From an optimization exercise on the open Yosys and OpenROAD flow, aimed at small area, a short achievable clock period and few clock cycles per item; shortcuts taken in it are not production practice. Function was checked by simulation only, so behaviour that the tests miss may differ from the original. Power and IR drop assume default switching activity.

== run D ==
==> flow/design.v (excerpt) <==
module booth_mult_top (
	input  logic                          clk,
	input  logic                          reset,
	input  logic                          in_valid,
	input  logic signed [16-1:0] multiplicand,
	input  logic signed [16-1:0] multiplier,
	output logic                          out_valid,
	output logic signed [32-1:0] product
);
	logic [2:0] vld_r;
	always_ff @(posedge clk) begin
		if (reset) begin
			vld_r <= '0;
			out_valid <= 1'b0;
		end else begin
			vld_r <= {vld_r[1:0], in_valid};
			out_valid <= vld_r[2];
		end
	end
	logic [15:0] md_r;
	logic [7:0]  one_r, two_r, neg_r;
	logic [7:0]  one_d, two_d, neg_d;
	booth_recoder u_rec (.multiplier(multiplier), .one(one_d), .two(two_d), .neg(neg_d));
	always_ff @(posedge clk) begin
		md_r  <= multiplicand;
		one_r <= one_d;
		two_r <= two_d;
		neg_r <= neg_d;
	end
	logic pp_0_0;
	logic pp_0_1;
	logic pp_0_2;
	logic pp_0_3;
	logic pp_0_4;
	logic pp_0_5;
	logic pp_0_6;
	logic pp_0_7;
	logic pp_0_8;
	logic pp_0_9;
	logic pp_0_10;
	logic pp_0_11;
	logic pp_0_12;
	logic pp_0_13;
	logic pp_0_14;
	logic pp_0_15;
	logic pp_0_16;
	logic pps_0;
	logic pp_1_0;
	logic pp_1_1;
	logic pp_1_2;
	logic pp_1_3;
	logic pp_1_4;
	logic pp_1_5;
	logic pp_1_6;
	logic pp_1_7;
	logic pp_1_8;
	logic pp_1_9;
	logic pp_1_10;
	logic pp_1_11;
	logic pp_1_12;
	logic pp_1_13;
	logic pp_1_14;
	logic pp_1_15;
	logic pp_1_16;
	logic pps_1;
	logic pp_2_0;
	logic pp_2_1;
	logic pp_2_2;
	logic pp_2_3;
	logic pp_2_4;
	logic pp_2_5;
	logic pp_2_6;
	logic pp_2_7;
	logic pp_2_8;
	logic pp_2_9;
	logic pp_2_10;
	logic pp_2_11;
	logic pp_2_12;
	logic pp_2_13;
	logic pp_2_14;
	logic pp_2_15;
	logic pp_2_16;
	logic pps_2;
	logic pp_3_0;
	logic pp_3_1;
	logic pp_3_2;
	logic pp_3_3;
	logic pp_3_4;
	logic pp_3_5;
	logic pp_3_6;
	logic pp_3_7;
	logic pp_3_8;
	logic pp_3_9;
	logic pp_3_10;
	logic pp_3_11;
	logic pp_3_12;
	logic pp_3_13;
	logic pp_3_14;
	logic pp_3_15;
	logic pp_3_16;
	logic pps_3;
	logic pp_4_0;
	logic pp_4_1;
	logic pp_4_2;
	logic pp_4_3;
	logic pp_4_4;
	logic pp_4_5;
	logic pp_4_6;
	logic pp_4_7;
	logic pp_4_8;
	logic pp_4_9;
	logic pp_4_10;
	logic pp_4_11;
	logic pp_4_12;
	logic pp_4_13;
  ...
Size in the first run: roughly 10000 µm² of cells after synthesis.
==> flow/config.mk <==
export PLATFORM = sky130hd
export DESIGN_NAME = booth_mult_top
export DESIGN_NICKNAME = booth_mult_top
export VERILOG_FILES = /design/flow/design.v
export SDC_FILE = /design/flow/constraint.sdc
export NUM_CORES = 4
export LEC_CHECK = 0
export CAP_MARGIN = 20
export CORE_MARGIN = 2
export CORE_UTILIZATION = 40
export SETUP_SLACK_MARGIN = 3.3
export SLEW_MARGIN = 20
==> flow/constraint.sdc <==
create_clock -name core_clock -period 5.5 [get_ports {clk}]
set_input_delay 1.1000 -clock core_clock [delete_from_list [all_inputs] [get_ports {clk}]]
set_output_delay 1.1000 -clock core_clock [all_outputs]
set_load 0.01 [all_outputs]
standard.sh (not shown) runs the stock make flow with config.mk's settings and CLKGATE_MAP_FILE= SYNTH_SCRIPT=/design/flow/synth_recipe.tcl, a recipe that flattens the netlist after the stock synthesis.
==> flow/flow/run.sh <==
#!/bin/bash
# Layout flow: the standard ORFS flow (standard.sh), unchanged synthesis, with these changes:
#  - after synthesis, polarity.py re-chooses the polarity of full adders and xor gates so that
#    fewer inverters are needed (registers and all other cells are left as they are);
#  - port buffers are buf_1 instead of the delay buffer that buffer_ports picks by default;
#  - clock tree: sink clusters of up to 12 registers under sky130_fd_sc_hd__clkbuf_4 leaves, no dummy loads.
# Each tool writes its full output to a log here: synth.log, polarity.log, standard.log
# (and ORFS's own logs under orfs/).
set -euo pipefail
R=orfs/results/sky130hd/booth_mult_top/base
bash standard.sh synth > synth.log 2>&1
cp $R/1_2_yosys.v $R/1_2_yosys_std.v
python3 flow/polarity.py $R/1_2_yosys_std.v $R/1_2_yosys.v > polarity.log 2>&1
rm -f $R/1_synth.odb $R/1_synth.sdc
export BUFFER_PORTS_ARGS="-buffer_cell sky130_fd_sc_hd__buf_1"
export CTS_ARGS="-sink_clustering_enable -repair_clock_nets -buf_list sky130_fd_sc_hd__clkbuf_4 -sink_clustering_size 12 -sink_clustering_max_diameter 40 -dont_use_dummy_load"
bash standard.sh > standard.log 2>&1
Other scripts of this flow, unchanged in this note and not shown: flow/flow/polarity.py
Run D ran to completion and came out clean on the timing, design-rule and antenna checks.
Testbench counts of run D, summed over its fixed seeds: cycles 24,024, items 24,000.
Here is what was changed in the inputs of run A compared with run D.
diff --git a/flow/flow/run.sh b/flow/flow/run.sh
--- a/flow/flow/run.sh
+++ b/flow/flow/run.sh
@@ -6 +6 @@
-#  - clock tree: sink clusters of up to 12 registers under sky130_fd_sc_hd__clkbuf_4 leaves, no dummy loads.
+#  - clock tree: sink clusters of up to 20 registers under clkbuf_8 leaves, no dummy loads.
@@ -16 +16 @@
-export CTS_ARGS="-sink_clustering_enable -repair_clock_nets -buf_list sky130_fd_sc_hd__clkbuf_4 -sink_clustering_size 12 -sink_clustering_max_diameter 40 -dont_use_dummy_load"
+export CTS_ARGS="-sink_clustering_enable -repair_clock_nets -buf_list sky130_fd_sc_hd__clkbuf_8 -sink_clustering_size 20 -sink_clustering_max_diameter 60 -dont_use_dummy_load"
Results
Run A went all the way through the flow, and no timing, DRC or antenna check failed.
Between run D and run A, the difference in total power per unit cell area is negligible.
Of run A and run D, it is run A that has the higher length in cells of the worst reg-to-reg path.
Looking at fraction of cell area in non-clock buffers, run A sits 0.56 points lower than run D does.

-- afterwards: timing with drivers on the ports --
The results above use ideal ports. As a check the final layouts listed here were re-extracted and re-timed, cells and wires unchanged. Step 1 (the two cells are an assumption about what drives the block):
set clk [get_ports {clk}]
set_driving_cell -lib_cell sky130_fd_sc_hd__clkbuf_16 $clk
set_driving_cell -lib_cell sky130_fd_sc_hd__buf_2 [delete_from_list [all_inputs] $clk]
Step 2 moves the port delays by t, midway between the first and last clock arrival at a register: inputs arrive t later, outputs are due t later. That takes back most of the time a late clock gives input paths. Slacks: no drivers / after step 1 / after step 2; pairs: no drivers / after step 1.
run | t, ns | slack for setup (ns) | worst hold slack (ns) | worst data-port slew with drivers (ns)
run D | 0.626 | 3.322 / 3.279 / 3.386 | 0.266 / 0.266 / 0.266 | 0.04
run A | 0.539 | 3.365 / 3.343 / 3.365 | 0.306 / 0.306 / 0.306 | 0.04
After both steps setup and hold are still met in every run listed.
